Background: an optimization exercise with open tools, aiming at small area and a short achievable clock period. Do not read the settings as production practice.
Only simulation tests tie the RTL to the original design; equivalence was not proved.

Setup of job 7198:
==> flow/design.v <==
`timescale 1ns/10ps
`default_nettype none
module cacc_lsd #(
  parameter WIDTH = 36
) (
  input  wire [WIDTH-1:0] value,
  output wire [5:0]       cnt
);
  localparam N = 64;
  wire [N-1:0] x = {value[WIDTH-1:1] ^ value[WIDTH-2:0], 1'b1, {(N-WIDTH){1'b0}}};
  reg [N-1:0]   z;
  reg [6*N-1:0] c;
  integer l, b;
  always @(*) begin
    z = ~x;
    c = {(6*N){1'b0}};
    for (l = 1; l <= 6; l = l + 1) begin
      for (b = 0; b < (N >> l); b = b + 1) begin
        c[6*b +: 6] = z[2*b+1] ? (c[6*(2*b) +: 6] | (6'd1 << (l - 1))) : c[6*(2*b+1) +: 6];
        z[b]        = z[2*b+1] & z[2*b];
      end
    end
  end
  assign cnt = c[5:0];
endmodule
`default_nettype wire
`timescale 1ns/10ps
`default_nettype none
module cacc_add #(
  parameter WIDTH = 41
) (
  input  wire [WIDTH-1:0] a,
  input  wire [WIDTH-1:0] b,
  input  wire             cin,
  output wire [WIDTH-1:0] sum
);
  localparam LEVELS = 6;
  wire [WIDTH:0] g0 = {a & b, cin};
  wire [WIDTH:0] p0 = {a ^ b, 1'b0};
  reg [WIDTH:0] g, p, gn, pn;
  integer l, i, k;
  always @(*) begin
    g = g0;
    p = p0;
    for (l = 0; l < LEVELS; l = l + 1) begin
      gn = g;
      pn = p;
      for (i = 0; i <= WIDTH; i = i + 1) begin
        if ((i >> l) & 1) begin
          k = ((i >> l) << l) - 1;
          gn[i] = g[i] | (p[i] & g[k]);
          pn[i] = p[i] & p[k];
        end
      end
      g = gn;
      p = pn;
    end
  end
  assign sum = p0[WIDTH:1] ^ g[WIDTH-1:0];
endmodule
`default_nettype wire
`timescale 1ns/10ps
`default_nettype none
module cacc_fp48_calc (
  input  wire        nvdla_core_clk,
  input  wire        nvdla_core_rstn,
  input  wire        in_valid,
  input  wire        in_sel,
  input  wire [43:0] in_data,
  input  wire [47:0] in_op,
  input  wire        in_op_valid,
  output wire [47:0] out_partial_data,
  output reg         out_partial_valid,
  output reg  [31:0] out_final_data,
  output reg         out_final_valid
);
  reg r1_valid, r1_fin;
  reg r2_valid, r2_fin;
  reg r3_fin;
  always @(posedge nvdla_core_clk or negedge nvdla_core_rstn) begin
    if (!nvdla_core_rstn) begin
      r1_valid          <= 1'b0;
      r1_fin            <= 1'b0;
      r2_valid          <= 1'b0;
      r2_fin            <= 1'b0;
      r3_fin            <= 1'b0;
      out_partial_valid <= 1'b0;
      out_final_valid   <= 1'b0;
    end else begin
      r1_valid          <= in_valid;
      r1_fin            <= in_valid & in_sel;
      r2_valid          <= r1_valid;
      r2_fin            <= r1_fin;
      r3_fin            <= r2_fin;
      out_partial_valid <= r2_valid & ~r2_fin;
      out_final_valid   <= r3_fin;
    end
  end
  wire [5:0]  d_expo = in_data[43:38];
  wire [37:0] d_mant = in_data[37:0];
  wire [7:0]  o_expo = in_op_valid ? in_op[47:40] : 8'd0;
  wire [39:0] o_mant = in_op_valid ? in_op[39:0] : 40'd0;
  wire d_zero = ~(|d_mant);
  wire d_nan  = &d_expo;
  wire o_zero = ~(|o_mant);
  wire o_nan  = &o_expo;
  wire [5:0] d_lead;
  cacc_lsd #(.WIDTH(36)) u_lsd36 (
    .value (d_mant[35:0]),
    .cnt   (d_lead)
  );
  reg [35:0] r1_dm;
  reg [5:0]  r1_lead;
  reg [7:0]  r1_oe;
  reg [39:0] r1_om;
  reg        r1_nan;
  reg [8:0]  r1_adiff;
  reg        r1_xge;
  wire [7:0] o_expz = o_zero ? 8'd0 : o_expo;
  wire [8:0] a_dd   = {3'b0, d_expo} + 9'd47;
  wire [8:0] a_do   = a_dd - {1'b0, o_expo};
  wire [8:0] a_zo   = 9'd35 - {1'b0, o_expo};
  wire [8:0] a_diff = d_zero ? (o_zero ? 9'd35 : a_zo) :
                               (o_zero ? a_dd  : a_do);
  wire       a_ge = ~a_diff[8] & (a_diff[7] | a_diff[6] | (a_diff[5:0] >= d_lead));
  always @(posedge nvdla_core_clk) begin
    r1_adiff <= a_diff;
    r1_xge   <= a_ge;
    r1_dm    <= d_mant[35:0];
    r1_lead  <= d_lead;
    r1_oe    <= o_expz;
    r1_om    <= {(d_nan & ~o_nan) ? d_mant[37:27] : o_mant[39:29], o_mant[28:0]};
    r1_nan   <= d_nan | o_nan;
  end
  wire [35:0] x_norm = r1_dm << r1_lead;
  wire [39:0] x_mant = {x_norm, 4'b0};
  wire [7:0]  y_expo = r1_oe;
  wire        x_ge    = r1_xge & ~r1_nan;
  wire [8:0]  xy_diff = r1_adiff - {3'b0, r1_lead};
  wire [8:0]  yx_diff = {3'b0, r1_lead} - r1_adiff;
  wire [7:0]  sh_amt  = x_ge ? xy_diff[7:0] : yx_diff[7:0];
  wire [7:0]  max_e   = y_expo + (x_ge ? sh_amt : 8'd0);
  wire [39:0] bg   = x_ge ? x_mant : r1_om;
  wire [39:0] sml = x_ge ? r1_om  : x_mant;
  reg [41:0] s_wide;
  always @(*) begin
    s_wide = $signed({sml, 2'd0}) >>> sh_amt[5:0];
    if (sh_amt[7] | sh_amt[6]) s_wide = {42{sml[39]}};
  end
  reg s_stick;
  integer j;
  always @(*) begin
    s_stick = sml[39] & (sh_amt >= 8'd43);
    for (j = 0; j < 40; j = j + 1) begin
      if (sml[j] && ({1'b0, sh_amt} >= j + 3) && ({1'b0, sh_amt} <= j + 40)) begin
        s_stick = 1'b1;
      end
    end
  end
  reg [39:0] r2_big;
  reg [39:0] r2_small;
  reg [2:0]  r2_cut;
  reg [7:0]  r2_expo;
  reg        r2_nan;
  always @(posedge nvdla_core_clk) begin
    r2_big   <= bg;
    r2_small <= s_wide[41:2];
    r2_cut   <= {s_wide[1:0], s_stick};
    r2_expo  <= max_e;
    r2_nan   <= r1_nan;
  end
  wire [40:0] m_sum;
  cacc_add #(.WIDTH(41)) u_add (
    .a   ({r2_big[39], r2_big}),
    .b   ({r2_small[39], r2_small}),
    .cin (1'b0),
    .sum (m_sum)
  );
  wire [43:0] s_tot = {m_sum, r2_cut};
  wire        s_zero = ~(|s_tot);
  wire [5:0] s_lead;
  cacc_lsd #(.WIDTH(44)) u_lsd44 (
    .value (s_tot),
    .cnt   (s_lead)
  );
  reg [43:0] s_shift;
  always @(*) begin
    s_shift = s_tot;
    if (s_lead[5]) s_shift = s_shift << 32;
    if (s_lead[4]) s_shift = s_shift << 16;
    if (s_lead[3]) s_shift = s_shift << 8;
    if (s_lead[2]) s_shift = s_shift << 4;
    if (s_lead[1]) s_shift = s_shift << 2;
    if (s_lead[0]) s_shift = s_shift << 1;
  end
  wire [7:0]  s_e1    = r2_expo + 8'd1;
  reg [41:0] r3_sum;
  reg [7:0]  r3_e1;
  reg [5:0]  r3_lead;
  always @(posedge nvdla_core_clk) begin
    r3_sum  <= r2_nan ? {r2_big[39:29], 31'd0} : {s_shift[43:3], |s_shift[2:0]};
    r3_e1   <= r2_nan ? 8'hff : s_zero ? 8'd0 : s_e1;
    r3_lead <= (r2_nan | s_zero) ? 6'd0 : s_lead;
  end
  wire        r_sign  = r3_sum[41];
  wire [39:0] r_eff   = r3_sum[41:2];
  wire        r_p5    = r3_sum[1] & (~r_sign | r3_sum[0]);
  wire [39:0] r_round = r_eff + {39'd0, r_p5};
  wire        r_cpos  = ~r_sign & (&r_eff[38:0]) & r_p5;
  wire        r_cneg  = r_sign & ~r_eff[38] & (&r_eff[37:0]) & r_p5;
  wire [39:0] r_mant  = {r_round[39] & ~r_cpos, r_round[38] ^ (r_cpos | r_cneg), r_round[37:0]};
  wire [7:0]  r_e0    = r3_e1 - {2'b00, r3_lead};
  wire [7:0]  r_em    = r_e0 - 8'd1;
  wire [7:0]  r_ep    = r_e0 + 8'd1;
  wire [7:0]  r_expo  = r_cneg ? r_em : r_cpos ? r_ep : r_e0;
  assign out_partial_data = {r_expo, r_mant};
  wire        p_sign  = r_mant[39];
  wire [38:0] p_umant = r_mant[38:0];
  wire        p_neg2  = p_sign & ~(|p_umant);
  wire        p_nan   = &r_expo;
  wire        p_zero  = ~(|r_mant);
  wire        p_z14   = ~(|p_umant[13:0]);
  wire        p_c     = p_sign & p_z14;
  wire [24:0] p_b     = p_umant[38:14] ^ {25{p_sign}};
  wire        p_carry = (&p_b[24:1]) & (p_b[0] ^ p_c);
  wire [22:0] p_inc   = p_b[23:1] + {22'd0, p_b[0] | p_c};
  wire [22:0] p_frac  = p_nan ? {13'b0, p_umant[38:29]} : p_inc;
  wire [7:0]  p_er    = r_expo + 8'd64 + {7'd0, p_carry | p_neg2};
  wire [7:0]  p_expo  = p_zero ? 8'd0 : p_nan ? 8'hff : p_er;
  always @(posedge nvdla_core_clk) begin
    out_final_data <= {p_sign, p_expo, p_frac};
  end
endmodule
`default_nettype wire
Settings: LEC_CHECK=0, ABC_AREA=1, CAP_MARGIN=20, CORE_MARGIN=2, CORE_UTILIZATION=40, SETUP_SLACK_MARGIN=4.5, SLEW_MARGIN=20; clock period 10.0 ns.
standard.sh (not shown) runs the stock make flow with config.mk's settings and CLKGATE_MAP_FILE= SYNTH_SCRIPT=/design/flow/synth_recipe.tcl, a recipe that flattens the netlist after the stock synthesis.
==> flow/flow/run.sh <==
#!/bin/bash
set -e
export BUFFER_PORTS_ARGS="-buffer_cell sky130_fd_sc_hd__buf_2"
bash standard.sh > standard.log 2>&1
Relative to job 7198, the following input files were edited for job 8115:
- changing SETUP_SLACK_MARGIN from 4.5 to 4.25
--- outcome ---
On final period demand of the worst path: job 8115 sits above job 7198.
Job 8115 vs job 7198, period utilization went up by 2.8 points.
Basic-gate share of the synthesized area counting and, or, nand and nor cells: job 7198 vs job 8115 identical
Of job 7198 and job 8115, the run reporting the lower worst endpoint data arrival time was job 7198.
Inputs modified between job 8115 and job 9598:
- a change of SETUP_SLACK_MARGIN from 4.25 to 5.0
==> comparison <==
For job 8115, the cell at the slowest stage of the critical path was xor2_1, unlike job 9598, where it was fa_2.
Diff job 9598..job 8115 | die area | negligible
In the flow results for job 8115 and job 9598, the number of cells on the critical path is smaller on job 8115.
Taking job 8115 over job 9598, the DRC marker count from the first detailed-route iteration ratio works out to 0.950.
Total wirelength of the detailed-routed design ended up 3200 µm higher on job 9598 than on job 8115.
Job 9598 vs job 8115, capture point of the worst path: out_partial_data[47] vs out_partial_data[34]

-- what the ideal ports hide --
The results above use ideal ports. As a check the final layouts listed here were re-extracted and re-timed, cells and wires unchanged. Step 1: set_driving_cell puts a clkbuf_16 on nvdla_core_clk and a buf_2 on each other input, an assumption about the parent block. Step 2 times the ports against the registers' clock, not the clock port: input delays grow and output delays shrink by t, the midpoint of the rising clock arrivals with the driver on. a / b / c = ideal / step 1 / step 2; a / b = the first two.
run	t, ns	setup WS [ns]	worst slew at a driven data input, ns
job 7198	0.607	4.678 / 4.607 / 4.182	0.05
job 8115	0.608	4.398 / 4.327 / 4.068	0.05
job 9598	0.615	5.006 / 4.940 / 4.486	0.05
After both steps every run listed still meets setup and hold. The setup slack of job 9598, which loses most, moves by -0.066 ns with the drivers and by -0.520 ns with both steps.
